Background: an optimization exercise with open tools, aiming at a short achievable clock period and few clock cycles. Do not read the settings as production practice. Where RTL was checked, it was by simulation tests only, not by an equivalence proof against the original. For runs 1 to 3, only the layout was checked, not whether the RTL still works. Power figures rest on the tool's default switching activity, not on a simulated workload.

`design/flow/run.sh`:
```
#!/bin/bash
# synth_recipe.tcl (not shown) runs the flow's synth.tcl, then flattens the netlist and writes it again
# the make line also repeats each setting of config.mk as NAME=value (left out here)
make -C /OpenROAD-flow-scripts/flow DESIGN_CONFIG=/design/flow/config.mk WORK_HOME=/design/flow/orfs CLKGATE_MAP_FILE= SYNTH_SCRIPT=/design/flow/synth_recipe.tcl finish
```
`design/flow/config.mk`:
```
export PLATFORM = sky130hd
export DESIGN_NAME = mips_core
export DESIGN_NICKNAME = mips_core
export VERILOG_FILES = /design/flow/design.v
export SDC_FILE = /design/flow/constraint.sdc
export NUM_CORES = 4
export LEC_CHECK = 0
export ABC_CLOCK_PERIOD_IN_PS = 2500
export CAP_MARGIN = 20
export CORE_MARGIN = 2
export CORE_UTILIZATION = 40
export SETUP_SLACK_MARGIN = 3.8
export SLEW_MARGIN = 20
export SYNTH_HIERARCHICAL = 1
export SYNTH_MINIMUM_KEEP_SIZE = 0
```
`design/flow/constraint.sdc`:
```
create_clock -name core_clock -period 6.5 [get_ports {clk}]
set_input_delay 1.3000 -clock core_clock [delete_from_list [all_inputs] [get_ports {clk}]]
set_output_delay 1.3000 -clock core_clock [all_outputs]
set_load 0.01 [all_outputs]
```
`design/flow/design.v`:
```
package mips_pkg;
    typedef logic [32-1:0]       word_t;
    typedef logic [5-1:0] reg_addr_t;
    typedef enum logic [5:0] {
        OP_SPECIAL = 6'h00,
        OP_BEQ     = 6'h04,
        OP_BNE     = 6'h05,
        OP_ADDIU   = 6'h09,
        OP_ORI     = 6'h0d,
        OP_LW      = 6'h23,
        OP_SW      = 6'h2b
    } opcode_e;
    typedef enum logic [5:0] {
        F_ADDU = 6'h21,
        F_SUBU = 6'h23,
        F_AND  = 6'h24,
        F_OR   = 6'h25,
        F_XOR  = 6'h26,
        F_SLT  = 6'h2a
    } funct_e;
    typedef struct packed {
        logic [5:0] opcode;
        reg_addr_t  rs;
        reg_addr_t  rt;
        reg_addr_t  rd;
        logic [4:0] shamt;
        logic [5:0] funct;
    } instr_t;
    typedef enum logic [2:0] {
        ALU_ADD,
        ALU_SUB,
        ALU_AND,
        ALU_OR,
        ALU_XOR,
        ALU_SLT
    } alu_op_e;
    typedef struct packed {
        alu_op_e alu_op;
        logic    use_imm;        
        logic    imm_zero_ext;
        logic    gpr_we;
        logic    wa_is_rd;       
        logic    mem_read;
        logic    mem_write;
        logic    branch;
        logic    branch_ne;
    } ctrl_t;
    typedef enum logic [1:0] {
        FWD_REG,
        FWD_MEM,
        FWD_WB
    } fwd_sel_e;
    function automatic word_t fwd_select(fwd_sel_e sel, word_t reg_val, word_t mem_val,
                                         word_t wb_val);
        word_t val;
        case (sel)
            mips_pkg::FWD_MEM: val = mem_val;
            mips_pkg::FWD_WB:  val = wb_val;
            default: val = reg_val;
        endcase
        fwd_select = val;
    endfunction
endpackage
`timescale 1ns/1ns
module ks_nand (input logic a, b, output logic y);
    assign y = ~(a & b);
endmodule
module ks_nor (input logic a, b, output logic y);
    assign y = ~(a | b);
endmodule
module ks_xor (input logic a, b, output logic y);
    assign y = a ^ b;
endmodule
module ks_inv (input logic a, output logic y);
    assign y = ~a;
endmodule
module ks_cell_t (input logic gh, ph, gl, pl, output logic gn, pn);
    assign gn = ~(gh | (ph & gl));
    assign pn = ~(ph & pl);
endmodule
module ks_cell_n (input logic gnh, pnh, gnl, pnl, output logic g, p);
    assign g = ~(gnh & (pnh | gnl));
    assign p = ~(pnh | pnl);
endmodule
module ks_add32 (
    input  logic [31:0] x,
    input  logic [31:0] y,
    output logic [31:0] s
);
    logic [31:0] p;
    logic [31:0] g [6];
    logic [31:0] t [6];
    for (genvar i = 0; i < 32; i++) begin : g_leaf
        ks_xor  u_p (.a(x[i]), .b(y[i]), .y(p[i]));
        ks_nand u_g (.a(x[i]), .b(y[i]), .y(g[0][i]));
        ks_nor  u_t (.a(x[i]), .b(y[i]), .y(t[0][i]));
    end
    for (genvar l = 1; l <= 5; l++) begin : g_lvl
        localparam int D = 1 << (l - 1);
        for (genvar i = 0; i < 32; i++) begin : g_bit
            if (i < D) begin : g_pass
                ks_inv u_g (.a(g[l-1][i]), .y(g[l][i]));
                ks_inv u_t (.a(t[l-1][i]), .y(t[l][i]));
            end else if (l % 2 == 1) begin : g_n
                ks_cell_n u_c (.gnh(g[l-1][i]), .pnh(t[l-1][i]), .gnl(g[l-1][i-D]),
                               .pnl(t[l-1][i-D]), .g(g[l][i]), .p(t[l][i]));
            end else begin : g_t
                ks_cell_t u_c (.gh(g[l-1][i]), .ph(t[l-1][i]), .gl(g[l-1][i-D]),
                               .pl(t[l-1][i-D]), .gn(g[l][i]), .pn(t[l][i]));
            end
        end
    end
    assign s[0] = p[0];
    for (genvar i = 1; i < 32; i++) begin : g_sum
        ks_xor u_s (.a(p[i]), .b(g[5][i-1]), .y(s[i]));
    end
endmodule
module ks_eq32 (
    input  logic [31:0] x,
    input  logic [31:0] y,
    output logic        eq
);
    logic [31:0] d;
    logic [15:0] e1;     
    logic [7:0]  n2;     
    logic [3:0]  e3;
    logic [1:0]  n4;
    for (genvar i = 0; i < 32; i++) begin : g_d
        ks_xor u_d (.a(x[i]), .b(y[i]), .y(d[i]));
    end
    for (genvar i = 0; i < 16; i++) begin : g_1
        ks_nor u_e (.a(d[2*i]), .b(d[2*i+1]), .y(e1[i]));
    end
    for (genvar i = 0; i < 8; i++) begin : g_2
        ks_nand u_n (.a(e1[2*i]), .b(e1[2*i+1]), .y(n2[i]));
    end
    for (genvar i = 0; i < 4; i++) begin : g_3
        ks_nor u_e (.a(n2[2*i]), .b(n2[2*i+1]), .y(e3[i]));
    end
    for (genvar i = 0; i < 2; i++) begin : g_4
        ks_nand u_n (.a(e3[2*i]), .b(e3[2*i+1]), .y(n4[i]));
    end
    ks_nor u_eq (.a(n4[0]), .b(n4[1]), .y(eq));
endmodule
module ks_majn (input logic a, b, c, output logic y);
    assign y = ~((a & b) | (c & (a | b)));
endmodule
module ks_add32c (
    input  logic [31:0] x,
    input  logic [31:0] y,
    input  logic        ci,
    output logic [31:0] s,
    output logic        c31      
);
    logic [31:0] p;
    logic [31:0] g [6];
    logic [31:0] t [6];
    ks_xor  u_p0 (.a(x[0]), .b(y[0]), .y(p[0]));
    ks_majn u_g0 (.a(x[0]), .b(y[0]), .c(ci), .y(g[0][0]));
    assign t[0][0] = 1'b1;
    for (genvar i = 1; i < 32; i++) begin : g_leaf
        ks_xor  u_p (.a(x[i]), .b(y[i]), .y(p[i]));
        ks_nand u_g (.a(x[i]), .b(y[i]), .y(g[0][i]));
        ks_nor  u_t (.a(x[i]), .b(y[i]), .y(t[0][i]));
    end
    for (genvar l = 1; l <= 5; l++) begin : g_lvl
        localparam int D = 1 << (l - 1);
        for (genvar i = 0; i < 32; i++) begin : g_bit
            if (i < D) begin : g_pass
                ks_inv u_g (.a(g[l-1][i]), .y(g[l][i]));
                ks_inv u_t (.a(t[l-1][i]), .y(t[l][i]));
            end else if (l % 2 == 1) begin : g_n
                ks_cell_n u_c (.gnh(g[l-1][i]), .pnh(t[l-1][i]), .gnl(g[l-1][i-D]),
                               .pnl(t[l-1][i-D]), .g(g[l][i]), .p(t[l][i]));
            end else begin : g_t
                ks_cell_t u_c (.gh(g[l-1][i]), .ph(t[l-1][i]), .gl(g[l-1][i-D]),
                               .pl(t[l-1][i-D]), .gn(g[l][i]), .pn(t[l][i]));
            end
        end
    end
    ks_xor u_s0 (.a(p[0]), .b(ci), .y(s[0]));
    assign c31 = g[5][30];
    for (genvar i = 1; i < 32; i++) begin : g_sum
        ks_xor u_s (.a(p[i]), .b(g[5][i-1]), .y(s[i]));
    end
endmodule
module ks_pick #(parameter int N = 9) (
    input  logic         c,
    input  logic [N-1:0] q,
    input  logic [N-1:0] n,
    input  logic [N-1:0] e,
    output logic         y
);
    assign y = c | (|(q & e)) | (|(n & ~e));
endmodule
`timescale 1ns/1ns
module mips_core (
    input  logic            clk,
    input  logic            rst,
    output mips_pkg::word_t iport_addr_o,
    input  mips_pkg::word_t iport_data_i,
    output mips_pkg::word_t dport_addr_o,
    output mips_pkg::word_t dport_wdata_o,
    output logic            dport_we_o,
    output logic            dport_re_o,
    input  mips_pkg::word_t dport_rdata_i
);
    typedef logic [31:0] word_t;
    typedef logic [4:0]  ra_t;
    localparam int NID = 9;
    localparam int NEX = 5;
    word_t pc;
    word_t id_instr;
    word_t id_pc4;
    word_t id_ra, id_rb;             
    logic  id_a_ex, id_a_ld, id_a_res, id_a_wb, id_a_rf;
    logic  id_b_ex, id_b_ld, id_b_res, id_b_wb, id_b_rf;
    logic            id_bc;
    logic [NID-1:0]  id_bq, id_bn;
    word_t ex_a, ex_b, ex_t;         
    logic  ex_a_res, ex_b_pos, ex_b_neg, ex_t_res;
    logic  ex_a_ld, ex_b_ldp, ex_b_ldn, ex_t_ld;
    logic  ex_sub, ex_add, ex_and, ex_or, ex_xor, ex_slt;
    logic  ex_ld, ex_st, ex_we;
    ra_t   ex_wa;
    logic            ex_mc;
    logic [NEX-1:0]  ex_mq, ex_mn;
    word_t mem_res;
    word_t mem_addr;                 
    word_t mem_wdata;
    logic  mem_ld, mem_st, mem_we;
    logic  mem_ldv;                  
    ra_t   mem_wa;
    word_t wb_data;
    logic  wb_we;
    ra_t   wb_wa;
    word_t regs [1:31];
    logic [5:0]  op, fn;
    ra_t         rd, rt;
    logic [15:0] imm;
    logic        d_r, d_addu, d_subu, d_and, d_or, d_xor, d_slt;
    logic        d_addiu, d_ori, d_lw, d_sw, d_beq, d_bne, d_br;
    logic        d_we;
    ra_t         d_wa;
    assign op  = id_instr[31:26];
    assign rt  = id_instr[20:16];
    assign rd  = id_instr[15:11];
    assign fn  = id_instr[5:0];
    assign imm = id_instr[15:0];
    assign d_addu  = op == 6'h00 && fn == 6'h21;
    assign d_subu  = op == 6'h00 && fn == 6'h23;
    assign d_and   = op == 6'h00 && fn == 6'h24;
    assign d_or    = op == 6'h00 && fn == 6'h25;
    assign d_xor   = op == 6'h00 && fn == 6'h26;
    assign d_slt   = op == 6'h00 && fn == 6'h2a;
    assign d_r     = d_addu | d_subu | d_and | d_or | d_xor | d_slt;
    assign d_addiu = op == 6'h09;
    assign d_ori   = op == 6'h0d;
    assign d_lw    = op == 6'h23;
    assign d_sw    = op == 6'h2b;
    assign d_beq   = op == 6'h04;
    assign d_bne   = op == 6'h05;
    assign d_br    = d_beq | d_bne;
    assign d_wa = d_r ? rd : rt;
    assign d_we = (d_r | d_addiu | d_ori | d_lw) && d_wa != 5'd0;
    ra_t   f_rs, f_rt;
    word_t f_ra, f_rb;
    assign f_rs = iport_data_i[25:21];
    assign f_rt = iport_data_i[20:16];
    assign f_ra = (f_rs == 5'd0) ? 32'd0 : (wb_we && wb_wa == f_rs) ? wb_data : regs[f_rs];
    assign f_rb = (f_rt == 5'd0) ? 32'd0 : (wb_we && wb_wa == f_rt) ? wb_data : regs[f_rt];
    logic f_a_ex, f_a_mem, f_a_wb, f_b_ex, f_b_mem, f_b_wb;
    assign f_a_ex  = d_we   && d_wa   == f_rs;
    assign f_a_mem = ex_we  && ex_wa  == f_rs;
    assign f_a_wb  = mem_we && mem_wa == f_rs;
    assign f_b_ex  = d_we   && d_wa   == f_rt;
    assign f_b_mem = ex_we  && ex_wa  == f_rt;
    assign f_b_wb  = mem_we && mem_wa == f_rt;
    logic n_a_ex, n_a_ld, n_a_res, n_a_wb, n_a_rf;
    logic n_b_ex, n_b_ld, n_b_res, n_b_wb, n_b_rf;
    assign n_a_ex  = f_a_ex;
    assign n_a_ld  = !f_a_ex && f_a_mem && ex_ld;
    assign n_a_res = !f_a_ex && f_a_mem && !ex_ld;
    assign n_a_wb  = !f_a_ex && !f_a_mem && f_a_wb;
    assign n_a_rf  = !f_a_ex && !f_a_mem && !f_a_wb;
    assign n_b_ex  = f_b_ex;
    assign n_b_ld  = !f_b_ex && f_b_mem && ex_ld;
    assign n_b_res = !f_b_ex && f_b_mem && !ex_ld;
    assign n_b_wb  = !f_b_ex && !f_b_mem && f_b_wb;
    assign n_b_rf  = !f_b_ex && !f_b_mem && !f_b_wb;
    logic            f_br, f_bne, f_late, f_same, f_bc;
    logic [NID-1:0]  f_pair;
    assign f_br   = iport_data_i[31:27] == 5'b00010;
    assign f_bne  = iport_data_i[26];
    assign f_late = n_a_ex || n_b_ex;
    assign f_same = (n_a_res && n_b_res) || (n_a_ld && n_b_ld) || (n_a_wb && n_b_wb);
    assign f_pair = {(n_a_ld && n_b_wb) || (n_a_wb && n_b_ld),
                     (n_a_res && n_b_wb) || (n_a_wb && n_b_res),
                     n_a_ld && n_b_rf,
                     n_a_wb && n_b_rf,
                     n_a_res && n_b_rf,
                     n_a_rf && n_b_ld,
                     n_a_rf && n_b_wb,
                     n_a_rf && n_b_res,
                     n_a_rf && n_b_rf};
    assign f_bc   = f_br && (f_late || (f_same && !f_bne));
    word_t val_a, val_b;
    assign val_a = ({32{id_a_ld}}  & dport_rdata_i)
                 | ({32{id_a_res}} & mem_res)
                 | ({32{id_a_wb}}  & wb_data)
                 | ({32{id_a_rf}}  & id_ra);
    assign val_b = ({32{id_b_ld}}  & dport_rdata_i)
                 | ({32{id_b_res}} & mem_res)
                 | ({32{id_b_wb}}  & wb_data)
                 | ({32{id_b_rf}}  & id_rb);
    word_t imm_ext;
    logic  d_use_imm;
    assign imm_ext   = d_ori ? {16'h0, imm} : {{16{imm[15]}}, imm};
    assign d_use_imm = d_addiu | d_ori | d_lw | d_sw;
    word_t id_target;
    logic  id_late;
    ks_add32 u_target_add (.x(id_pc4), .y({{14{imm[15]}}, imm, 2'b00}), .s(id_target));
    assign id_late = id_a_ex || id_b_ex;
    logic [NID-1:0] id_eq;
    ks_eq32 u_eq_rf_rf  (.x(id_ra),         .y(id_rb),         .eq(id_eq[0]));
    ks_eq32 u_eq_rf_res (.x(id_ra),         .y(mem_res),       .eq(id_eq[1]));
    ks_eq32 u_eq_rf_wb  (.x(id_ra),         .y(wb_data),       .eq(id_eq[2]));
    ks_eq32 u_eq_rf_ld  (.x(id_ra),         .y(dport_rdata_i), .eq(id_eq[3]));
    ks_eq32 u_eq_res_rf (.x(mem_res),       .y(id_rb),         .eq(id_eq[4]));
    ks_eq32 u_eq_wb_rf  (.x(wb_data),       .y(id_rb),         .eq(id_eq[5]));
    ks_eq32 u_eq_ld_rf  (.x(dport_rdata_i), .y(id_rb),         .eq(id_eq[6]));
    ks_eq32 u_eq_res_wb (.x(mem_res),       .y(wb_data),       .eq(id_eq[7]));
    ks_eq32 u_eq_ld_wb  (.x(dport_rdata_i), .y(wb_data),       .eq(id_eq[8]));
    logic [3:0] id_redirect;
    for (genvar k = 0; k < 4; k++) begin : g_redirect
        ks_pick #(.N(NID)) u_pick (.c(id_bc), .q(id_bq), .n(id_bn), .e(id_eq),
                                   .y(id_redirect[k]));
    end
    word_t a, b, t;
    word_t sum;
    word_t alu;
    logic  c31, slt;
    assign a = ({32{ex_a_res}} & mem_res) | ({32{ex_a_ld}} & dport_rdata_i) | ex_a;
    assign b = ({32{ex_b_pos}} & mem_res) | ({32{ex_b_neg}} & ~mem_res)
             | ({32{ex_b_ldp}} & dport_rdata_i) | ({32{ex_b_ldn}} & ~dport_rdata_i) | ex_b;
    assign t = ({32{ex_t_res}} & mem_res) | ({32{ex_t_ld}} & dport_rdata_i) | ex_t;
    ks_add32c u_alu_add (.x(a), .y(b), .ci(ex_sub), .s(sum), .c31(c31));
    assign slt = (a[31] ^ b[31]) ? ~c31 : a[31];
    word_t logic_res;
    always_comb begin
        for (int i = 0; i < 32; i++) begin
            logic_res[i] = (a[i] ^ b[i]) ? (ex_or | ex_xor) : (a[i] & (ex_and | ex_or));
        end
    end
    assign alu = ({32{ex_add}} & sum) | logic_res | {31'd0, ex_slt & slt};
    logic [NEX-1:0] ex_eq;
    ks_eq32 u_eq_at (.x(ex_a),          .y(ex_t),          .eq(ex_eq[0]));
    ks_eq32 u_eq_mt (.x(mem_res),       .y(ex_t),          .eq(ex_eq[1]));
    ks_eq32 u_eq_am (.x(ex_a),          .y(mem_res),       .eq(ex_eq[2]));
    ks_eq32 u_eq_lt (.x(dport_rdata_i), .y(ex_t),          .eq(ex_eq[3]));
    ks_eq32 u_eq_al (.x(ex_a),          .y(dport_rdata_i), .eq(ex_eq[4]));
    logic [7:0] mispredict;
    for (genvar k = 0; k < 8; k++) begin : g_mispredict
        ks_pick #(.N(NEX)) u_pick (.c(ex_mc), .q(ex_mn), .n(ex_mq), .e(ex_eq),
                                   .y(mispredict[k]));
    end
    word_t pc4;
    ks_add32 u_pc_inc (.x(pc), .y(32'd4), .s(pc4));
    assign iport_addr_o = pc;
    always_ff @(posedge clk) begin
        for (int i = 0; i < 32; i++) begin
            if (rst) begin
                pc[i] <= 1'b0;
            end else if (mispredict[i / 8]) begin
                pc[i] <= id_pc4[i];
            end else begin
                pc[i] <= id_redirect[i / 8] ? id_target[i] : pc4[i];
            end
        end
    end
    always_ff @(posedge clk) begin
        for (int i = 0; i < 32; i++) begin
            if (rst || mispredict[4 + i / 8]) begin
                id_instr[i] <= 1'b0;         
            end else begin
                id_instr[i] <= iport_data_i[i];
            end
        end
        if (rst || mispredict[7]) begin
            id_bc <= 1'b0;
            id_bq <= '0;
            id_bn <= '0;
        end else begin
            id_bc <= f_bc;
            id_bq <= (f_br && !f_late && !f_bne) ? f_pair : '0;
            id_bn <= (f_br && !f_late && f_bne) ? f_pair : '0;
        end
        id_pc4   <= pc4;
        id_ra    <= f_ra;
        id_rb    <= f_rb;
        id_a_ex  <= n_a_ex;
        id_a_ld  <= n_a_ld;
        id_a_res <= n_a_res;
        id_a_wb  <= n_a_wb;
        id_a_rf  <= n_a_rf;
        id_b_ex  <= n_b_ex;
        id_b_ld  <= n_b_ld;
        id_b_res <= n_b_res;
        id_b_wb  <= n_b_wb;
        id_b_rf  <= n_b_rf;
    end
    logic           e_a_res, e_a_ld, e_a_reg, e_t_res, e_t_ld, e_t_reg, e_late_br;
    logic [NEX-1:0] e_pair;
    assign e_a_res   = id_a_ex && !ex_ld;
    assign e_a_ld    = id_a_ex && ex_ld;
    assign e_a_reg   = !id_a_ex;
    assign e_t_res   = id_b_ex && !ex_ld;
    assign e_t_ld    = id_b_ex && ex_ld;
    assign e_t_reg   = !id_b_ex;
    assign e_late_br = d_br && id_late;
    assign e_pair    = {e_a_reg && e_t_ld, e_a_ld && e_t_reg, e_a_reg && e_t_res,
                        e_a_res && e_t_reg, e_a_reg && e_t_reg};
    always_ff @(posedge clk) begin
        ex_a      <= id_a_ex ? 32'd0 : val_a;
        ex_b      <= d_use_imm ? imm_ext : (id_b_ex ? 32'd0 : ((d_subu | d_slt) ? ~val_b : val_b));
        ex_t      <= id_b_ex ? 32'd0 : val_b;
        ex_a_res  <= e_a_res;
        ex_a_ld   <= e_a_ld;
        ex_b_pos  <= id_b_ex && !ex_ld && !d_use_imm && !(d_subu | d_slt);
        ex_b_neg  <= id_b_ex && !ex_ld && !d_use_imm && (d_subu | d_slt);
        ex_b_ldp  <= id_b_ex && ex_ld && !d_use_imm && !(d_subu | d_slt);
        ex_b_ldn  <= id_b_ex && ex_ld && !d_use_imm && (d_subu | d_slt);
        ex_t_res  <= e_t_res;
        ex_t_ld   <= e_t_ld;
        ex_wa     <= d_wa;
        ex_sub    <= d_subu | d_slt;
        ex_add    <= d_addu | d_subu | d_addiu | d_lw | d_sw;
        ex_and    <= d_and;
        ex_or     <= d_or | d_ori;
        ex_xor    <= d_xor;
        ex_slt    <= d_slt;
        if (rst) begin
            ex_mc <= 1'b0;
            ex_mq <= '0;
            ex_mn <= '0;
            ex_ld <= 1'b0;
            ex_st <= 1'b0;
            ex_we <= 1'b0;
        end else begin
            ex_mc <= e_late_br && d_bne && ((e_a_res && e_t_res) || (e_a_ld && e_t_ld));
            ex_mq <= (e_late_br && !d_bne) ? e_pair : '0;
            ex_mn <= (e_late_br && d_bne) ? e_pair : '0;
            ex_ld <= d_lw;
            ex_st <= d_sw;
            ex_we <= d_we;
        end
    end
    always_ff @(posedge clk) begin
        mem_res   <= alu;
        mem_addr  <= sum;
        mem_wdata <= t;
        mem_wa    <= ex_wa;
        if (rst) begin
            mem_ld  <= 1'b0;
            mem_ldv <= 1'b0;
            mem_st  <= 1'b0;
            mem_we  <= 1'b0;
        end else begin
            mem_ld  <= ex_ld;
            mem_ldv <= ex_ld && ex_we;
            mem_st  <= ex_st;
            mem_we  <= ex_we;
        end
    end
    assign dport_addr_o  = mem_addr;
    assign dport_wdata_o = mem_wdata;
    assign dport_we_o    = mem_st;
    assign dport_re_o    = mem_ld;
    always_ff @(posedge clk) begin
        wb_data <= mem_ldv ? dport_rdata_i : mem_res;
        wb_wa   <= mem_wa;
        wb_we   <= rst ? 1'b0 : mem_we;
    end
    always_ff @(posedge clk) begin
        if (wb_we) regs[wb_wa] <= wb_data;
    end
endmodule
```
==> qor.txt, run 1 <==
Critical Path Max Stage Delay -> 0.56 ns
CTS clock-pin slew for the worst setup and hold paths -> 0.06 ns
TritonCTS clock tree -> built
dpl cell area -> 0.0831 mm^2
CP max-delay cell -> or4_4
Hold Path Class -> register to register
Critical Path RT -> 7.19 ns
Avg Vias per Cell -> 6.04
final setup fails -> 0
Leak -> 34.4 nW
global-route wire length before repair -> 383,000 um
final wirelength -> 271,000 um
largest net degree at the start of global routing -> 69
Worst slew margin -> 39.7%
gr usage total -> 26.4%
# DRC -> 0
detailed placement HPWL -> 168,000 um
vias in the first global route -> 55,600
Clock Skews -> 0.0557 ns
fmax -> 309 MHz
GPL Wtd Cong -> 0.974
CP Max Fanout -> 11
synth warn -> 14
GRT Residual Overflow -> 0
io pins -> 164
M3 GR Usage -> 4.83%
met1 GRT Util -> 35.6%
RSZ-0062 raised after global routing -> true
Worst Hold Slack -> 0.393 ns
Die X-Extent -> 442 um
Post-Syn Instances -> 6,384
Hold Fails Final Rpt -> 0
gr busiest metal -> met2
Die H -> 442 um
routing usage on met2 -> 42.7%
H-tree Lvls -> 4
First-pass DRT Iterations -> 6
cells along the critical path -> buf_4, xor2_1, nor2_1, nand2_1, nor2_4, nand2_4, nor2_4, and2b_1, or4_1, or4_4, mux2i_1, nor2_1, a21oi_1, nor2_1
# clock sinks -> 1,448
worst-skew pair later-pin latency -> 0.82 ns
antenna violations before repair -> 11
outcome -> complete, no violations
Power Density -> 279 mW/mm^2
Tcrit/Tclk final -> 49.7%
worst vdd ir -> 0.284 mV
area of the core -> 0.191 mm^2
setup_tns -> 0 ns
startpoint types -> input port
endpoint type of the worst setup path -> register
number of fill cells in the layout -> 16,500
WL per Instance -> 28.5 um
Crit Path Category -> input port to register
RR Startpoint -> id_rb[4]$_SDFF_PN0_
synthesized area per cell -> 12.0 um^2
Finished Cell Area -> 0.0934 mm^2
Final Net Count -> 6,931
Cell Rows -> 160
Tmin final -> 3.23 ns
die area -> 0.196 mm^2
Longest Clk Path Bufs -> 3
Synth Cell Area -> 0.0768 mm^2
initial core utilization -> 40.3%
root buffer cell -> clkbuf_16
port bufs -> 163
routed vias -> 57,400
Iter 0 DRT Violations -> 6,416
Arr. time, crit path -> 3.92 ns
hold_sp -> mem_wa[2]$_DFF_P_
number of routed nets with antenna violations -> 0
Max Cap Viol -> 0
layout cell share with drive strength beyond 1 -> 30.1%
Tightest Pin Transition -> 0.904 ns
Final Max Slew Viols -> 0
area grow syn2layout -> 21.5%
most used cell, CP -> nor2_1
Critical Path Source -> dport_rdata_i[28]
total CTS buffers -> 158
final timing paths:
check                      end  slack (ns)  cells after the start
max          pc[20]$_SDFF_PP0_        3.27                     14
min           wb_wa[2]$_DFF_P_        0.39                      0
max reg2reg  pc[20]$_SDFF_PP0_        3.34                     13
min reg2reg   wb_wa[2]$_DFF_P_        0.39                      0
area by class of cell:
cell class              count  area [um^2]  area share [%]
diodes                      5         12.5          0.0134
repair buffers            567         6020            6.44
clock buffers             208         4420            4.73
multi-input cells        4553        39200            42.0
flip-flops and latches   1448        39200            41.9
inverters                 137          537           0.575
clock inverters            85          865           0.926
well taps                2511         3140            3.37
metrics by stage:
| stage | utilization (%) | power, mW | setup WS [ns] | instances |
|---|---|---|---|---|
| finish | 49.0 | 26.1 | 3.27 | 9514 |
| CTS | 47.8 | 25.7 | 3.38 | 9396 |
| detailed placement | 43.6 | 16.4 | 1.07 | 8951 |
| global route | 49.0 | 27.0 | 3.20 | 9509 |
| global placement | 43.6 | 16.3 | 1.09 | 8951 |
| floorplan | - | 14.6 | 2.97 | 6482 |
registers in the layout (all words and copies together) (netlist names), 5 cells and up:
signal	flops
mem_res	32
mem_addr	32
mem_wdata	32
ex_t	32
wb_wa	5
ex_b	32
ex_mn	5
id_ra	32
id_pc4	32
ex_mq	5
regs	992
mem_wa	5
wb_data	32
id_bq	9
pc	32
id_rb	32
ex_a	32
id_instr	27
ex_wa	5
id_bn	9
per-layer routing:
metal	share of wire, %	routed length, um
met4	4.0	10800
met5	0.0063	17
met2	47	127000
met3	8.6	23500
met1	41	110000
critical path, delay by kind of cell:
family | cells | cell delay, ns
multiplexers | 1 | 0.21
buffers and inverters | 1 | 0.18
AND/OR/NAND/NOR | 10 | 1.89
AO/OA/AOI/OAI | 1 | 0.15
XOR/XNOR | 1 | 0.16
power breakdown:
group	internal, mW	switching (mW)
Combinational	2.25	3.60
Sequential	10.4	0.627
Clock	5.23	3.93
Total	17.9	8.16
layout by cell type (no fill, tap or decap), drive strengths merged, types with 10 or more instances in the layout:
master,count
bufinv,10
nor2b,53
o311ai,59
a311oi,16
a22o,32
clkdlybuf4s15,23
o221ai,102
a22oi,65
buf,496
edfxtp,992
mux4,376
clkdlybuf4s50,22
a211oi,107
conb,100
a21oi,359
xor2,704
or4,10
a221oi,70
nand3,30
and2,29
dfxtp,456
clkbuf,226
nor2,823
a31oi,21
clkinv,63
nor3,48
mux2i,401
o21ai,310
o22ai,56
mux2,47
o22a,19
nand3b,38
a2111oi,10
nor4,19
nand2,541
inv,142
a221o,36
timing repair:
| action | in CTS | in global routing |
|---|---|---|
| hold buffers | 0 | 0 |
| endpoints found under the setup margin | 883 | 306 |
| gates resized for setup | 989 | 268 |
| pin swaps | 108 | 116 |
| cloned | 15 | 12 |
| endpoints found under the hold margin | 0 | 0 |
| setup buffers | 137 | 101 |
==> inputs of run 2 (changes only) <==
--- a/design/flow/config.mk
+++ b/design/flow/config.mk
@@ -9,5 +9,5 @@
 export CAP_MARGIN = 20
 export CORE_MARGIN = 2
-export CORE_UTILIZATION = 40
+export CORE_UTILIZATION = 60
 export SETUP_SLACK_MARGIN = 3.8
 export SLEW_MARGIN = 20
==> run 2 against run 1 <==
Still clean. Combinational power is 2% lower. Maximum frequency down 5.6%. Area after synthesis unchanged. Global-route usage rose by 14 points.
==> qor.txt, run 2 <==
root buffer cell -> clkbuf_16
internal power -> 17.5 mW (-2.3%)
Post-Syn Instances -> 6,384 (unchanged)
First-pass DRT Iterations -> 8 (+2)
Iter 0 DRT Violations -> 8,356 (+30%)
GRT Residual Overflow -> 0 (unchanged)
worst-skew pair later-pin latency -> 0.82 ns (about the same)
global-route wire length before repair -> 386,000 um (+0.77%)
Tightest Pin Transition -> 1.15 ns (+0.248 ns)
Tmin final -> 3.43 ns (+0.193 ns)
hold depth -> 0 (unchanged)
number of routed nets with antenna violations -> 0 (unchanged)
Arr. time, crit path -> 4.09 ns (+0.17 ns)
total CTS buffers -> 152 (-3.8%)
max reg flops -> 992 (unchanged)
area occupied by multi-input gates -> 0.0389 mm^2 (-0.67%)
Synth Cell Area -> 0.0768 mm^2 (unchanged)
Power Density -> 279 mW/mm^2 (about the same)
endpoint type of the worst setup path -> register
Worst slew margin -> 23.1% (-17 points)
area of the core -> 0.127 mm^2 (-33%)
Cell Rows -> 131 (-18%)
routed vias -> 59,000 (+2.7%)
io pins -> 164 (unchanged)
Leak -> 34.0 nW (-1.3%)
Sw Ratio -> 31.3% (-0.045 points)
initial core utilization -> 60.3% (+20 points)
RSZ-0062 raised after global routing -> true
die area -> 0.131 mm^2 (-33%)
CTS clock-pin slew for the worst setup and hold paths -> 0.06 ns (about the same)
worst vdd ir -> 0.315 mV (+11%)
number of fill cells in the layout -> 8,818 (-47%)
# DRC -> 0 (unchanged)
Comb power frac -> 22.6% (+0.2 points)
Clock Skews -> 0.0400 ns (-0.0157 ns)
FF+latch area -> 0.0391 mm^2 (about the same)
Switching Power -> 7.96 mW (-2.5%)
port bufs -> 163 (unchanged)
most frequent cells in the layout -> edfxtp_1, nor2_1, xor2_1, nand2_1, mux2i_1
Longest Clk Path Bufs -> 3 (unchanged)
Die X-Extent -> 362 um (-18%)
final setup fails -> 0 (unchanged)
layout cell share with drive strength beyond 1 -> 28.9% (-1.2 points)
WL per Instance -> 31.4 um (+10%)
largest net degree at the start of global routing -> 63 (-8.7%)
setup_tns -> 0 ns (unchanged)
commonest non-fill, non-tap cell in the layout -> edfxtp_1
Biggest register -> regs
fmax -> 292 MHz (-5.6%)
worst reg-to-reg path cell count -> 13 (unchanged)
Final Max Slew Viols -> 0 (unchanged)
Hold Fails Final Rpt -> 0 (unchanged)
Critical Path RT -> 7.16 ns (-0.03 ns)
outcome -> complete, no violations
antenna violations before repair -> 4 (-7)
synthesized area per cell -> 12.0 um^2 (unchanged)
detailed placement HPWL -> 165,000 um (-1.7%)
placed cells -> 8,122 (-9.3%)
synth warn -> 14 (unchanged)
Avg Vias per Cell -> 6.85 (+13%)
Non-Filler Instances -> 8,615 (-9.4%)
GPL Wtd Cong -> 0.958 (-1.6%)
Hold Path Class -> register to register
startpoint types -> input port
Max Cap Viol -> 0 (unchanged)
Clock power frac -> 33.9% (-1.3 points)
# clock sinks -> 1,448 (unchanged)
H-tree Lvls -> 4 (unchanged)
sequential share of power -> 43.5% (+1.1 points)
final wirelength -> 270,000 um (-0.43%)
vias in the first global route -> 56,800 (+2.1%)
Tcrit/Tclk final -> 52.7% (+3.0 points)
gr usage total -> 40.4% (+14 points)
CP Max Fanout -> 8 (-3)
area grow syn2layout -> 18.8%
Final Net Count -> 6,900 (-0.45%)
Crit Path Category -> input port to register
Die H -> 362 um (-18%)
TritonCTS clock tree -> built
## run 2: area by class of cell
cell class	count	area share [%]
well taps	1662	2.28
repair buffers	541	6.22
clock inverters	74	0.772
inverters	137	0.584
flip-flops and latches	1448	42.9
multi-input cells	4554	42.7
diodes	6	0.0165
clock buffers	193	4.56
## run 2: per-stage QoR
step | hold slack (ns) | instance area [um^2] | util (%) | setup slack [ns] | total power [mW]
6_report | 0.392 | 91200 | 71.6 | 3.07 | 25.4
5_1_grt | 0.397 | 91200 | 71.6 | 2.96 | 26.3
4_1_cts | 0.394 | 90100 | 70.8 | 3.11 | 25.2
3_5_place_dp | 0.388 | 82200 | 64.6 | 1.19 | 16.4
3_3_place_gp | 0.387 | 82200 | 64.6 | 1.22 | 16.3
2_1_floorplan | 0.373 | 79200 | - | 2.97 | 14.6
## run 2: layer usage
layer	global-route usage (%)	wire, um	vias up
li1	-	-	24800
met1	53.7	101000	29100
met2	62.2	121000	4162
met3	9.74	32800	942
met4	20.9	15900	2
met5	0	13	-
## run 2: power groups by stage
stage / Clock, mW / Combinational (mW) / Sequential (mW)
final: 8.63 / 5.74 / 11.1
after global routing: 9.01 / 6.16 / 11.1
after global placement: 0 / 5.06 / 11.2
after floorplan: 0 / 3.40 / 11.2
after detailed placement: 0 / 5.10 / 11.3
after CTS: 8.65 / 5.47 / 11.1
## run 2: path summary, 6_finish.rpt
check,startpoint,end,slack [ns]
worst max register to register,mem_res[27]$_DFF_P_,pc[25]$_SDFF_PP0_,3.12
worst min-delay path,mem_wa[0]$_DFF_P_,wb_wa[0]$_DFF_P_,0.39
worst max-delay path,dport_rdata_i[3],pc[4]$_SDFF_PP0_,3.07
worst min register to register,mem_wa[0]$_DFF_P_,wb_wa[0]$_DFF_P_,0.39
## run 2: what timing repair did
action,4_1_cts,5_1_grt
pin swaps,112,84
resized for setup,881,171
gates cloned,22,6
buffers inserted,149,43
hold buffers,0,0
hold endpoints to repair,0,0
setup endpoints to repair,813,321
## run 2: worst max-delay path, stage by stage
cell and delay [ns]:
buf_6 0.09, buf_6 0.13, buf_6 0.11, xor2_1 0.13
nor2_1 0.12, nand2_1 0.08, nor2_2 0.16, nand2_2 0.09
nor2_4 0.20, buf_6 0.13, nor2b_1 0.04, or4_1 0.48
or4_4 0.55, mux2i_1 0.18, nor2_1 0.05, a21oi_1 0.15
nor2_1 0.08
==> inputs of run 3 (changes only) <==
--- a/design/flow/design.v
+++ b/design/flow/design.v
@@ -185,12 +185,31 @@
     end
 endmodule
-module ks_pick #(parameter int N = 9) (
-    input  logic         c,
-    input  logic [N-1:0] q,
-    input  logic [N-1:0] n,
-    input  logic [N-1:0] e,
-    output logic         y
+module ks_nand3 (input logic a, b, c, output logic y);
+    assign y = ~(a & b & c);
+endmodule
+module ks_mux2i (input logic s, a, b, output logic y);
+    assign y = ~(s ? a : b);
+endmodule
+module ks_pick (
+    input  logic        c,
+    input  logic [10:0] q,
+    input  logic [10:0] n,
+    input  logic [10:0] e,
+    output logic        y
 );
-    assign y = c | (|(q & e)) | (|(n & ~e));
+    logic [11:0] u;      
+    logic [3:0]  v;
+    logic [1:0]  w;
+    ks_inv u_c (.a(c), .y(u[11]));
+    for (genvar k = 0; k < 11; k++) begin : g_t
+        ks_mux2i u_t (.s(e[k]), .a(q[k]), .b(n[k]), .y(u[k]));
+    end
+    for (genvar k = 0; k < 4; k++) begin : g_v
+        ks_nand3 u_v (.a(u[3*k]), .b(u[3*k+1]), .c(u[3*k+2]), .y(v[k]));
+    end
+    for (genvar k = 0; k < 2; k++) begin : g_w
+        ks_nor u_w (.a(v[2*k]), .b(v[2*k+1]), .y(w[k]));
+    end
+    ks_nand u_y (.a(w[0]), .b(w[1]), .y(y));
 endmodule
 `timescale 1ns/1ns
@@ -334,6 +353,6 @@
     logic [3:0] id_redirect;
     for (genvar k = 0; k < 4; k++) begin : g_redirect
-        ks_pick #(.N(NID)) u_pick (.c(id_bc), .q(id_bq), .n(id_bn), .e(id_eq),
-                                   .y(id_redirect[k]));
+        ks_pick u_pick (.c(id_bc), .q({2'b00, id_bq}), .n({2'b00, id_bn}),
+                        .e({2'b00, id_eq}), .y(id_redirect[k]));
     end
     word_t a, b, t;
@@ -360,8 +379,8 @@
     ks_eq32 u_eq_lt (.x(dport_rdata_i), .y(ex_t),          .eq(ex_eq[3]));
     ks_eq32 u_eq_al (.x(ex_a),          .y(dport_rdata_i), .eq(ex_eq[4]));
-    logic [7:0] mispredict;
-    for (genvar k = 0; k < 8; k++) begin : g_mispredict
-        ks_pick #(.N(NEX)) u_pick (.c(ex_mc), .q(ex_mn), .n(ex_mq), .e(ex_eq),
-                                   .y(mispredict[k]));
+    logic [9:0] mispredict;
+    for (genvar k = 0; k < 10; k++) begin : g_mispredict
+        ks_pick u_pick (.c(ex_mc), .q({6'd0, ex_mn}), .n({6'd0, ex_mq}),
+                        .e({6'd0, ex_eq}), .y(mispredict[k]));
     end
     word_t pc4;
@@ -387,11 +406,14 @@
             end
         end
-        if (rst || mispredict[7]) begin
+        if (rst || mispredict[8]) begin
             id_bc <= 1'b0;
             id_bq <= '0;
-            id_bn <= '0;
         end else begin
             id_bc <= f_bc;
             id_bq <= (f_br && !f_late && !f_bne) ? f_pair : '0;
+        end
+        if (rst || mispredict[9]) begin
+            id_bn <= '0;
+        end else begin
             id_bn <= (f_br && !f_late && f_bne) ? f_pair : '0;
         end
--- a/design/flow/config.mk
+++ b/design/flow/config.mk
@@ -9,5 +9,5 @@
 export CAP_MARGIN = 20
 export CORE_MARGIN = 2
-export CORE_UTILIZATION = 60
+export CORE_UTILIZATION = 40
 export SETUP_SLACK_MARGIN = 3.8
 export SLEW_MARGIN = 20
==> run 3 against run 2 <==
Still clean on timing, DRC and antenna. Power is 2.6% higher. Via count down 1.2%. Design area rose by 6.1%. Utilization is 21 points lower. Count of clock-buffer cells in the layout is 5 lower. Largest power group unchanged.
==> qor.txt, run 3 <==
area of the core -> 0.193 mm^2 (+52%)
worst-skew pair later-pin latency -> 0.82 ns (about the same)
port bufs -> 163 (unchanged)
Cell Rows -> 161 (+23%)
dpl cell area -> 0.0851 mm^2 (+3.5%)
Non-Filler Instances -> 9,813 (+14%)
Tmin final -> 2.89 ns (-0.540 ns)
Arr. time, crit path -> 3.62 ns (-0.47 ns)
# clock sinks -> 1,448 (unchanged)
initial core utilization -> 40.4% (-20 points)
Die X-Extent -> 445 um (+23%)
layout cell share with drive strength beyond 1 -> 31.5% (+2.6 points)
Switching Power -> 8.11 mW (+1.9%)
Finished Cell Area -> 0.0968 mm^2 (+6.1%)
final setup fails -> 0 (unchanged)
Sw Ratio -> 31.1% (-0.19 points)
Tcrit/Tclk final -> 44.4% (-8.3 points)
global-route wire length before repair -> 378,000 um (-2.1%)
Final Max Slew Viols -> 0 (unchanged)
Worst slew margin -> 26.9% (+3.7 points)
final wirelength -> 273,000 um (+1.0%)
outcome -> complete, no violations
Max Cap Viol -> 0 (unchanged)
root buffer cell -> clkbuf_16
Tightest Pin Transition -> 1.09 ns (-0.0590 ns)
synth warn -> 14 (unchanged)
hold bufs inserted after CTS -> 0 (unchanged)
gr usage total -> 25.8% (-15 points)
largest net degree at the start of global routing -> 64 (+1.6%)
Die H -> 445 um (+23%)
worst vdd ir -> 0.247 mV (-22%)
final setup margin -> 3.61 ns (+0.540 ns)
antenna violations before repair -> 10 (+6)
H-tree Lvls -> 4 (unchanged)
area grow syn2layout -> 24.3%
io pins -> 164 (unchanged)
Hold Path Class -> register to register
most frequent cells in the layout -> edfxtp_1, nor2_1, xor2_1, mux2i_1, nand2_1
Power Density -> 270 mW/mm^2 (-3.3%)
RSZ-0062 raised after global routing -> true
total CTS buffers -> 155 (+2.0%)
Worst Hold Slack -> 0.385 ns (-0.00722 ns)
sequential share of power -> 42.6% (-0.9 points)
placed cells -> 9,241 (+14%)
# DRC -> 0 (unchanged)
Clock Skews -> 0.0546 ns (+0.0146 ns)
Critical Path RT -> 7.24 ns (+0.08 ns)
endpoint type of the worst setup path -> register
Critical Path Max Stage Delay -> 0.32 ns (-0.23 ns)
Post-Syn Instances -> 6,445 (+0.96%)
Hold Fails Final Rpt -> 0 (unchanged)
cells along the critical path -> buf_12, xor2_1, nor2_1, nand2_1, nor2_4, nand2_4, nor2_4, buf_12, mux2i_1, nand3_1, nor2_2, nand2_2, nor3b_4, buf_4, nand3_2, nor3_2
vias in the first global route -> 55,300 (-2.6%)
WL per Instance -> 27.8 um (-11%)
Crit Path Category -> input port to register
max reg flops -> 992 (unchanged)
GPL Wtd Cong -> 0.986 (+2.9%)
Design Power -> 26.1 mW (+2.6%)
routed vias -> 58,300 (-1.2%)
First-pass DRT Iterations -> 5 (-3)
Iter 0 DRT Violations -> 6,529 (-22%)
Final Net Count -> 7,224 (+4.7%)
Leak -> 35.6 nW (+4.8%)
CP Max Fanout -> 8 (unchanged)
commonest non-fill, non-tap cell in the layout -> edfxtp_1
Comb power frac -> 22.4% (-0.2 points)
GRT Residual Overflow -> 0 (unchanged)
detailed placement HPWL -> 165,000 um (+0.43%)
number of routed nets with antenna violations -> 0 (unchanged)
synthesized area per cell -> 12.1 um^2 (+0.41%)
die area -> 0.198 mm^2 (+51%)
Core Util, Final -> 50.1% (-21 points)
Clock power frac -> 35.0% (+1.1 points)
CTS clock-pin slew for the worst setup and hold paths -> 0.06 ns (about the same)
TritonCTS clock tree -> built
fmax -> 347 MHz (+19%)
Biggest register -> regs
Synth Cell Area -> 0.0779 mm^2 (+1.4%)
buffers and inverters on the worst path -> 3 (-1)
cell family with most CP delay -> simple AND/OR/NAND/NOR gates
setup_tns -> 0 ns (unchanged)
CP max-delay cell -> nor3b_4
Longest Clk Path Bufs -> 3 (unchanged)
Avg Vias per Cell -> 5.94 (-13%)
startpoint types -> input port
pre-CTS setup slack -> 1.47 ns (+0.281 ns)
internal power -> 18.0 mW (+2.9%)
[run 3: final cells by class]
class,count,area [um^2]
well taps,2526,3160
repair buffers,583,6980
fillers,16700,96200
flip-flops and latches,1448,39300
multi-input cells,4821,41500
clock buffers,188,4160
inverters,149,563
clock inverters,96,1080
diodes,2,5.00
[run 3: power by group through the flow]
stage,Combinational [mW],Clock [mW],Sequential [mW]
after floorplan,3.28,0,11.2
after global placement,4.90,0,11.3
after detailed placement,4.94,0,11.3
after CTS,5.26,9.24,11.1
after global routing,6.25,9.58,11.2
final,5.86,9.13,11.1
[run 3: what timing repair did]
item                                     CTS  global route
resized for setup                       1120           361
setup buffers                             98           126
pin swaps                                 99           131
endpoints found under the setup margin   536           183
cloned                                    30            32
[run 3: worst paths after layout]
path                          start             endpoint  slack (ns)  cells past startpoint
hold / removal     ex_wa[1]$_DFF_P_    mem_wa[1]$_DFF_P_        0.38                      0
setup / recovery  dport_rdata_i[25]  id_bn[0]$_SDFF_PP0_        3.61                     16
setup reg to reg   ex_b_pos$_DFF_P_   mem_res[0]$_DFF_P_        3.67                     12
hold reg to reg    ex_wa[1]$_DFF_P_    mem_wa[1]$_DFF_P_        0.38                      0
[run 3: per-layer routing]
layer	part of all wire (%)	vias to the layer above	track usage (%)
met5	0.018	-	0
li1	-	25400	-
met4	3.7	4	8.56
met1	42	29500	36.2
met2	45	2911	40.7
met3	9.3	522	4.22
==> inputs of run 4 (changes only) <==
--- a/design/flow/design.v
+++ b/design/flow/design.v
@@ -191,5 +191,9 @@
     assign y = ~(s ? a : b);
 endmodule
+module ks_a21oi (input logic a, b, c, output logic y);
+    assign y = ~((a & b) | c);
+endmodule
 module ks_pick (
+    input  logic        kill,
     input  logic        c,
     input  logic [10:0] q,
@@ -211,5 +215,5 @@
         ks_nor u_w (.a(v[2*k]), .b(v[2*k+1]), .y(w[k]));
     end
-    ks_nand u_y (.a(w[0]), .b(w[1]), .y(y));
+    ks_a21oi u_y (.a(w[0]), .b(w[1]), .c(kill), .y(y));
 endmodule
 `timescale 1ns/1ns
@@ -237,4 +241,5 @@
     logic            id_bc;
     logic [NID-1:0]  id_bq, id_bn;
+    logic            id_kill;        
     word_t ex_a, ex_b, ex_t;         
     logic  ex_a_res, ex_b_pos, ex_b_neg, ex_t_res;
@@ -353,5 +358,5 @@
     logic [3:0] id_redirect;
     for (genvar k = 0; k < 4; k++) begin : g_redirect
-        ks_pick u_pick (.c(id_bc), .q({2'b00, id_bq}), .n({2'b00, id_bn}),
+        ks_pick u_pick (.kill(id_kill), .c(id_bc), .q({2'b00, id_bq}), .n({2'b00, id_bn}),
                         .e({2'b00, id_eq}), .y(id_redirect[k]));
     end
@@ -365,5 +370,8 @@
     assign t = ({32{ex_t_res}} & mem_res) | ({32{ex_t_ld}} & dport_rdata_i) | ex_t;
     ks_add32c u_alu_add (.x(a), .y(b), .ci(ex_sub), .s(sum), .c31(c31));
-    assign slt = (a[31] ^ b[31]) ? ~c31 : a[31];
+    logic slt_and_n, slt_or_n;
+    ks_nand u_slt_and (.a(a[31]), .b(b[31]), .y(slt_and_n));
+    ks_nor  u_slt_or  (.a(a[31]), .b(b[31]), .y(slt_or_n));
+    ks_mux2i u_slt (.s(c31), .a(slt_and_n), .b(slt_or_n), .y(slt));
     word_t logic_res;
     always_comb begin
@@ -379,7 +387,7 @@
     ks_eq32 u_eq_lt (.x(dport_rdata_i), .y(ex_t),          .eq(ex_eq[3]));
     ks_eq32 u_eq_al (.x(ex_a),          .y(dport_rdata_i), .eq(ex_eq[4]));
-    logic [9:0] mispredict;
-    for (genvar k = 0; k < 10; k++) begin : g_mispredict
-        ks_pick u_pick (.c(ex_mc), .q({6'd0, ex_mn}), .n({6'd0, ex_mq}),
+    logic [8:0] mispredict;
+    for (genvar k = 0; k < 9; k++) begin : g_mispredict
+        ks_pick u_pick (.kill(1'b0), .c(ex_mc), .q({6'd0, ex_mn}), .n({6'd0, ex_mq}),
                         .e({6'd0, ex_eq}), .y(mispredict[k]));
     end
@@ -387,14 +395,14 @@
     ks_add32 u_pc_inc (.x(pc), .y(32'd4), .s(pc4));
     assign iport_addr_o = pc;
+    word_t pc_seq, pc_tgt, pc_fall_n, pc_pick_n, pc_next;
+    assign pc_seq    = rst ? 32'd0 : pc4;
+    assign pc_tgt    = rst ? 32'd0 : id_target;
+    assign pc_fall_n = rst ? 32'hffff_ffff : ~id_pc4;
+    for (genvar i = 0; i < 32; i++) begin : g_pc_next
+        ks_mux2i u_pick (.s(id_redirect[i / 8]), .a(pc_tgt[i]), .b(pc_seq[i]), .y(pc_pick_n[i]));
+        ks_mux2i u_next (.s(mispredict[i / 8]), .a(pc_fall_n[i]), .b(pc_pick_n[i]), .y(pc_next[i]));
+    end
     always_ff @(posedge clk) begin
-        for (int i = 0; i < 32; i++) begin
-            if (rst) begin
-                pc[i] <= 1'b0;
-            end else if (mispredict[i / 8]) begin
-                pc[i] <= id_pc4[i];
-            end else begin
-                pc[i] <= id_redirect[i / 8] ? id_target[i] : pc4[i];
-            end
-        end
+        pc <= pc_next;
     end
     always_ff @(posedge clk) begin
@@ -406,16 +414,8 @@
             end
         end
-        if (rst || mispredict[8]) begin
-            id_bc <= 1'b0;
-            id_bq <= '0;
-        end else begin
-            id_bc <= f_bc;
-            id_bq <= (f_br && !f_late && !f_bne) ? f_pair : '0;
-        end
-        if (rst || mispredict[9]) begin
-            id_bn <= '0;
-        end else begin
-            id_bn <= (f_br && !f_late && f_bne) ? f_pair : '0;
-        end
+        id_kill  <= rst || mispredict[8];
+        id_bc    <= f_bc;
+        id_bq    <= (f_br && !f_late && !f_bne) ? f_pair : '0;
+        id_bn    <= (f_br && !f_late && f_bne) ? f_pair : '0;
         id_pc4   <= pc4;
         id_ra    <= f_ra;
==> run 4 against run 3 <==
Utilization fell by 1.0 points. Largest cell class unchanged. Hold slack better by 0.0062 ns. Register-to-register slack worse by 0.03 ns. Clock skew is 0.020 ns lower. Die area grew 0.32%. Still clean on timing, DRC and antenna.
==> qor.txt, run 4 <==
GRT Residual Overflow -> 0 (unchanged)
CP max-delay cell -> a221o_1
port bufs -> 163 (unchanged)
vias in the first global route -> 55,900 (+0.96%)
area of the core -> 0.195 mm^2 (+0.83%)
Tcrit/Tclk final -> 44.0% (-0.41 points)
Hold Fails Final Rpt -> 0 (unchanged)
Biggest register -> regs
worst-skew pair later-pin latency -> 0.84 ns (+0.02 ns)
die area -> 0.199 mm^2 (+0.32%)
placed cells -> 9,092 (-1.6%)
Critical Path RT -> 7.19 ns (-0.05 ns)
First-pass DRT Iterations -> 12 (+7)
Tmin final -> 2.86 ns (-0.0263 ns)
GPL Wtd Cong -> 0.920 (-6.7%)
RSZ-0062 raised after global routing -> true
RR Startpoint -> ex_b_neg$_DFF_P_
crit path to -> mem_res[11]$_DFF_P_
Finished Cell Area -> 0.0956 mm^2 (-1.2%)
number of routed nets with antenna violations -> 0 (unchanged)
Arr. time, crit path -> 3.55 ns (-0.07 ns)
area grow syn2layout -> 22.4%
Final Net Count -> 7,040 (-2.5%)
gr usage total -> 26.7% (+0.90 points)
routed vias -> 57,200 (-1.9%)
detailed placement HPWL -> 173,000 um (+4.5%)
final wirelength -> 279,000 um (+2.3%)
number of fill cells in the layout -> 16,800 (+0.73%)
initial core utilization -> 40.2% (-0.20 points)
synth warn -> 15 (+1)
Iter 0 DRT Violations -> 6,683 (+2.4%)
Non-Filler Instances -> 9,653 (-1.6%)
met1 GRT Util -> 35.1% (-1.1 points)
R2R Path End -> mem_res[11]$_DFF_P_
most frequent cells in the layout -> edfxtp_1, xor2_1, nor2_1, mux4_2, mux2i_1
max reg flops -> 992 (unchanged)
H-tree Lvls -> 4 (unchanged)
Final Max Slew Viols -> 0 (unchanged)
Die X-Extent -> 446 um (+0.16%)
number of stages on the worst setup path -> 14 (-2)
setup_tns -> 0 ns (unchanged)
Synth Cell Area -> 0.0781 mm^2 (+0.33%)
synthesized area per cell -> 12.5 um^2 (+3.2%)
# clock sinks -> 1,449 (+0.069%)
cell family with most CP delay -> compound AO/OA/AOI/OAI gates
worst vdd ir -> 0.271 mV (+9.6%)
FF+latch area -> 0.0392 mm^2 (-0.27%)
total CTS buffers -> 161 (+3.9%)
CP Max Fanout -> 12 (+4)
endpoint type of the worst setup path -> register
Die H -> 446 um (+0.16%)
TritonCTS clock tree -> built
Leak -> 35.0 nW (-1.6%)
gr busiest metal -> met2
worst reg-to-reg path cell count -> 14 (+2)
Power Density -> 283 mW/mm^2 (+4.8%)
final setup fails -> 0 (unchanged)
routing usage on met2 -> 43.5% (+2.8 points)
Longest Clk Path Bufs -> 3 (unchanged)
Clock Skews -> 0.0343 ns (-0.0203 ns)
Worst slew margin -> 22.4% (-4.4 points)
Critical Path Source -> dport_rdata_i[0]
area occupied by multi-input gates -> 0.0408 mm^2 (-1.6%)
CTS clock-pin slew for the worst setup and hold paths -> 0.06 ns (about the same)
pre-CTS setup slack -> 1.93 ns (+0.462 ns)
antenna violations before repair -> 5 (-5)
startpoint types -> input port
Post-Syn Instances -> 6,268 (-2.7%)
outcome -> complete, no violations
Avg Vias per Cell -> 5.92 (-0.29%)
Reg2Reg Setup Slack -> 3.64 ns (-0.03 ns)
commonest non-fill, non-tap cell in the layout -> edfxtp_1
cells along the critical path -> buf_12, nor2b_1, a2111oi_4, inv_1, a21o_1, o21ai_4, inv_2, a21oi_4, buf_6, inv_6, a21oi_4, inv_2, xor2_2, a221o_1
final setup margin -> 3.64 ns (+0.0263 ns)
fmax -> 350 MHz (+0.92%)
layout cell share with drive strength beyond 1 -> 31.0% (-0.49 points)
# DRC -> 0 (unchanged)
root buffer cell -> clkbuf_16
largest net degree at the start of global routing -> 74 (+16%)
dpl cell area -> 0.0852 mm^2 (about the same)
M3 GR Usage -> 4.28% (+0.054 points)
Hold Path Class -> register to register
buffers and inverters on the worst path -> 6 (+3)
Max Cap Viol -> 0 (unchanged)
Design Power -> 27.0 mW (+3.6%)
global-route wire length before repair -> 388,000 um (+2.6%)
Critical Path Max Stage Delay -> 0.36 ns (+0.04 ns)
Crit Path Category -> input port to register
WL per Instance -> 28.9 um (+4.0%)
Tightest Pin Transition -> 1.16 ns (+0.0650 ns)
io pins -> 164 (unchanged)
Cell Rows -> 162 (+0.62%)
[run 4: what timing repair did]
item,4_1_cts,5_1_grt
setup buffers,102,114
pin swaps,73,163
gates resized for setup,896,335
hold buffers,0,0
cloned,19,26
endpoints found under the setup margin,907,361
[run 4: worst min-delay path by stage]
stage          slack, ns  cells past startpoint                end               from
6_report            0.39                      0   wb_wa[0]$_DFF_P_  mem_wa[0]$_DFF_P_
4_1_cts             0.39                      0   wb_wa[0]$_DFF_P_  mem_wa[0]$_DFF_P_
2_1_floorplan       0.37                      0  mem_wa[2]$_DFF_P_   ex_wa[2]$_DFF_P_
3_3_place_gp        0.38                      0   wb_wa[0]$_DFF_P_  mem_wa[0]$_DFF_P_
5_1_grt             0.39                      0  mem_wa[2]$_DFF_P_   ex_wa[2]$_DFF_P_
3_5_place_dp        0.38                      0   wb_wa[0]$_DFF_P_  mem_wa[0]$_DFF_P_
[run 4: power breakdown]
| group | switching [mW] | internal [mW] |
|---|---|---|
| clock | 3.92 | 5.30 |
| sequential | 0.740 | 10.5 |
| combinational | 3.96 | 2.61 |
| total | 8.62 | 18.4 |
[run 4: layer usage]
metal,part of all wire [%],routed length (um)
met1,39,109000
met2,47,132000
met5,0.0047,13
met4,5.1,14400
met3,8.7,24400
[run 4: worst reg2reg max path, stage by stage (launching register included)]
cell and delay, ns:
dfxtp_4 0.36, buf_12 0.13, mux2_4 0.28, a2111oi_4 0.25
inv_1 0.11, a21o_1 0.20, o21ai_4 0.10, inv_2 0.10
a21oi_4 0.24, buf_6 0.15, inv_6 0.03, a21oi_4 0.21
inv_2 0.07, xor2_2 0.15, a221o_1 0.36
[run 4: area by class of cell]
class                           count  share of cell area [%]
Antenna cell                        3                 0.00785
Clock buffer                      216                    4.64
Clock inverter                     81                   0.896
Inverter                          145                   0.588
Multi-Input combinational cell   4643                    42.7
Sequential cell                  1449                    41.0
Tap cell                         2542                    3.33
Timing Repair Buffer              574                    6.84
[run 4: through the flow]
step	utilization, %	hold slack [ns]
floorplan	-	0.373
global placement	43.8	0.384
detailed placement	43.8	0.382
CTS	47.7	0.389
global route	49.1	0.394
finish	49.1	0.391
Testbench counts of run 4, summed over its fixed seeds: cycles 72,458.
==> inputs of run 5 (changes only) <==
--- a/design/flow/config.mk
+++ b/design/flow/config.mk
@@ -10,5 +10,5 @@
 export CORE_MARGIN = 2
 export CORE_UTILIZATION = 40
-export SETUP_SLACK_MARGIN = 3.8
+export SETUP_SLACK_MARGIN = 4.3
 export SLEW_MARGIN = 20
 export SYNTH_HIERARCHICAL = 1
==> run 5 against run 4 <==
Worst setup slack improved by 0.054 ns. Sequential power about the same. Clock skew about the same. Maximum frequency increased by 1.9%. Die area unchanged. Combinational power increased by about 10%. Largest cell class unchanged.
==> qor.txt, run 5 <==
worst reg-to-reg path cell count -> 13 (-1)
largest net degree at the start of global routing -> 97 (+31%)
io pins -> 164 (unchanged)
Clock Skews -> 0.0342 ns (-0.0000923 ns)
Hold Fails Final Rpt -> 0 (unchanged)
commonest non-fill, non-tap cell in the layout -> edfxtp_1
pre-CTS setup slack -> 1.96 ns (+0.0334 ns)
Finished Cell Area -> 0.101 mm^2 (+6.0%)
area grow syn2layout -> 29.8%
number of stages on the worst setup path -> 13 (-1)
port bufs -> 163 (unchanged)
gr usage total -> 27.8% (+1.1 points)
Iter 0 DRT Violations -> 6,835 (+2.3%)
most frequent cells in the layout -> edfxtp_1, xor2_1, nor2_1, mux4_2, mux2i_1
layout cell share with drive strength beyond 1 -> 36.3% (+5.2 points)
area of the core -> 0.195 mm^2 (unchanged)
Final Max Slew Viols -> 0 (unchanged)
Max Cap Viol -> 0 (unchanged)
TritonCTS clock tree -> built
First-pass DRT Iterations -> 6 (-6)
routed vias -> 59,300 (+3.7%)
detailed placement HPWL -> 166,000 um (-4.1%)
final wirelength -> 289,000 um (+3.5%)
RR Startpoint -> ex_b_pos$_DFF_P_
synthesized area per cell -> 12.5 um^2 (unchanged)
Synth Cell Area -> 0.0781 mm^2 (unchanged)
total CTS buffers -> 161 (unchanged)
worst-skew pair later-pin latency -> 0.85 ns (about the same)
buffers and inverters on the worst path -> 4 (-2)
final setup margin -> 3.69 ns (+0.0539 ns)
Crit Path Category -> register to register
Tmin final -> 2.81 ns (-0.0539 ns)
Final Net Count -> 7,265 (+3.2%)
Critical Path Source -> ex_b_pos$_DFF_P_
CTS clock-pin slew for the worst setup and hold paths -> 0.06 ns (about the same)
GPL Wtd Cong -> 0.926 (+0.67%)
Arr. time, crit path -> 3.50 ns (-0.05 ns)
startpoint types -> register
Tcrit/Tclk final -> 43.2% (-0.83 points)
number of fill cells in the layout -> 16,200 (-3.4%)
number of routed nets with antenna violations -> 0 (unchanged)
# clock sinks -> 1,449 (unchanged)
R2R Path End -> mem_res[12]$_DFF_P_
Critical Path Max Stage Delay -> 0.36 ns (about the same)
# DRC -> 0 (unchanged)
Avg Vias per Cell -> 6.00 (+1.3%)
GRT Residual Overflow -> 0 (unchanged)
hold bufs inserted after CTS -> 0 (unchanged)
global-route wire length before repair -> 403,000 um (+3.8%)
cell family with most CP delay -> compound AO/OA/AOI/OAI gates
Die X-Extent -> 446 um (unchanged)
crit path to -> mem_res[12]$_DFF_P_
max reg flops -> 992 (unchanged)
root buffer cell -> clkbuf_16
fmax -> 356 MHz (+1.9%)
final setup fails -> 0 (unchanged)
Longest Clk Path Bufs -> 3 (unchanged)
Die H -> 446 um (unchanged)
outcome -> complete, no violations
Tightest Pin Transition -> 1.10 ns (-0.0606 ns)
cells along the critical path -> buf_12, mux2_4, a2111oi_4, inv_1, a21o_1, o21ai_2, o21ai_2, a21oi_4, inv_2, a21oi_4, inv_2, xor2_2, a221o_1
dpl cell area -> 0.0851 mm^2 (about the same)
WL per Instance -> 29.3 um (+1.1%)
Cell Rows -> 162 (unchanged)
Worst slew margin -> 26.7% (+4.3 points)
CP max-delay cell -> dfxtp_4
endpoint type of the worst setup path -> register
CP Max Fanout -> 5 (-7)
Hold Path Class -> register to register
vias in the first global route -> 57,400 (+2.8%)
Power Density -> 273 mW/mm^2 (-3.4%)
Biggest register -> regs
Leak -> 37.4 nW (+6.8%)
die area -> 0.199 mm^2 (unchanged)
H-tree Lvls -> 4 (unchanged)
Critical Path RT -> 7.20 ns (about the same)
RSZ-0062 raised after global routing -> true
worst vdd ir -> 0.202 mV (-26%)
initial core utilization -> 40.2% (unchanged)
Reg2Reg Setup Slack -> 3.69 ns (+0.05 ns)
setup_tns -> 0 ns (unchanged)
synth warn -> 15 (unchanged)
antenna violations before repair -> 5 (unchanged)
Post-Syn Instances -> 6,268 (unchanged)
==> run 5: cell count changes in the layout (fill, tap and decap cells not counted), moves of 20 or more <==
cell,change
buf_6,+117
buf_16,+56
dfxtp_1,-55
buf_12,+54
dfxtp_2,+43
buf_2,-42
buf_4,+41
nor3_1,-31
nor2_1,-26
a211oi_1,-23
nor3_2,+20
==> run 5: timing repair <==
item | CTS | global route
gates resized for setup | 1586 | 349
endpoints found under the setup margin | 1334 | 459
pin swaps | 212 | 210
gates cloned | 80 | 24
hold endpoints to repair | 0 | 0
buffers inserted | 280 | 108
==> run 5: cell type report <==
class | count | area [um^2] | area share [%]
multi-input combinational | 4647 | 42200 | 41.7
sequential | 1449 | 39300 | 38.8
timing repair buffer | 795 | 10800 | 10.7
clock buffer | 218 | 4420 | 4.36
tap | 2542 | 3180 | 3.14
clock inverter | 78 | 827 | 0.816
inverter | 145 | 601 | 0.592
antenna | 5 | 12.5 | 0.0123
==> run 5: power by group <==
part,leakage [nW],switching (mW),internal (mW)
sequential,13.1,0.756,10.5
combinational,21.9,4.12,3.13
clock,2.51,3.95,5.20
total,37.4,8.83,18.8
==> run 5: worst min-delay path by stage <==
stage | start | end | slack, ns | cells after the start
final | mem_wa[3]$_DFF_P_ | wb_wa[3]$_DFF_P_ | 0.38 | 0
after global routing | ex_wa[4]$_DFF_P_ | mem_wa[4]$_DFF_P_ | 0.40 | 0
after CTS | ex_wa[4]$_DFF_P_ | mem_wa[4]$_DFF_P_ | 0.39 | 0
after detailed placement | ex_wa[2]$_DFF_P_ | mem_wa[2]$_DFF_P_ | 0.39 | 0
after global placement | mem_wa[4]$_DFF_P_ | wb_wa[4]$_DFF_P_ | 0.39 | 0
after floorplan | ex_wa[2]$_DFF_P_ | mem_wa[2]$_DFF_P_ | 0.37 | 0
==> run 5: routing by layer <==
| metal | wire, um | part of all wire [%] | track usage, % | vias to the layer above |
|---|---|---|---|---|
| li1 | - | - | - | 25200 |
| met4 | 14900 | 5.2 | 12.7 | 6 |
| met5 | 203 | 0.070 | 0 | - |
| met3 | 25900 | 9.0 | 4.28 | 701 |
| met2 | 136000 | 47 | 45.5 | 3354 |
| met1 | 112000 | 39 | 36.5 | 30000 |
==> run 5: stage by stage <==
stage	hold WS, ns	util [%]	cells	power (mW)
finish	0.382	52.1	9879	27.7
global route	0.399	52.1	9875	28.7
CTS	0.386	50.6	9742	27.3
detailed placement	0.387	43.7	9086	17.2
global placement	0.391	43.7	9086	17.2
floorplan	0.373	-	6561	15.2

## re-timing with driven ports
In the flow no input, the clock included, has a driving cell. The finished layouts below were timed again as built, in two steps. Step 1: set_driving_cell puts a clkbuf_16 on clk and a buf_2 on each other input, an assumption about the parent block. Step 2 adds t to the input delays and takes it off the output delays; t is the mean of the earliest and latest rising clock arrival at the registers after step 1. Input paths then give back, and output paths get back, about the clock's delay inside the block. Three values: ideal, step 1, step 2; two values: the first two.
run | t (ns) | setup slack, ns | cell pins on the clock port's net
run 1 | 0.891 | 3.267 / 3.321 / 2.430 | 1
run 2 | 0.891 | 3.074 / 3.117 / 2.235 | 1
run 3 | 0.889 | 3.614 / 3.585 / 2.696 | 1
run 4 | 0.918 | 3.640 / 3.525 / 2.607 | 1
run 5 | 0.931 | 3.694 / 3.506 / 2.575 | 1
After both steps setup and hold are still met in every run listed. The setup slack of run 5, which loses most, moves by -0.188 ns with the drivers and by -1.119 ns with both steps.
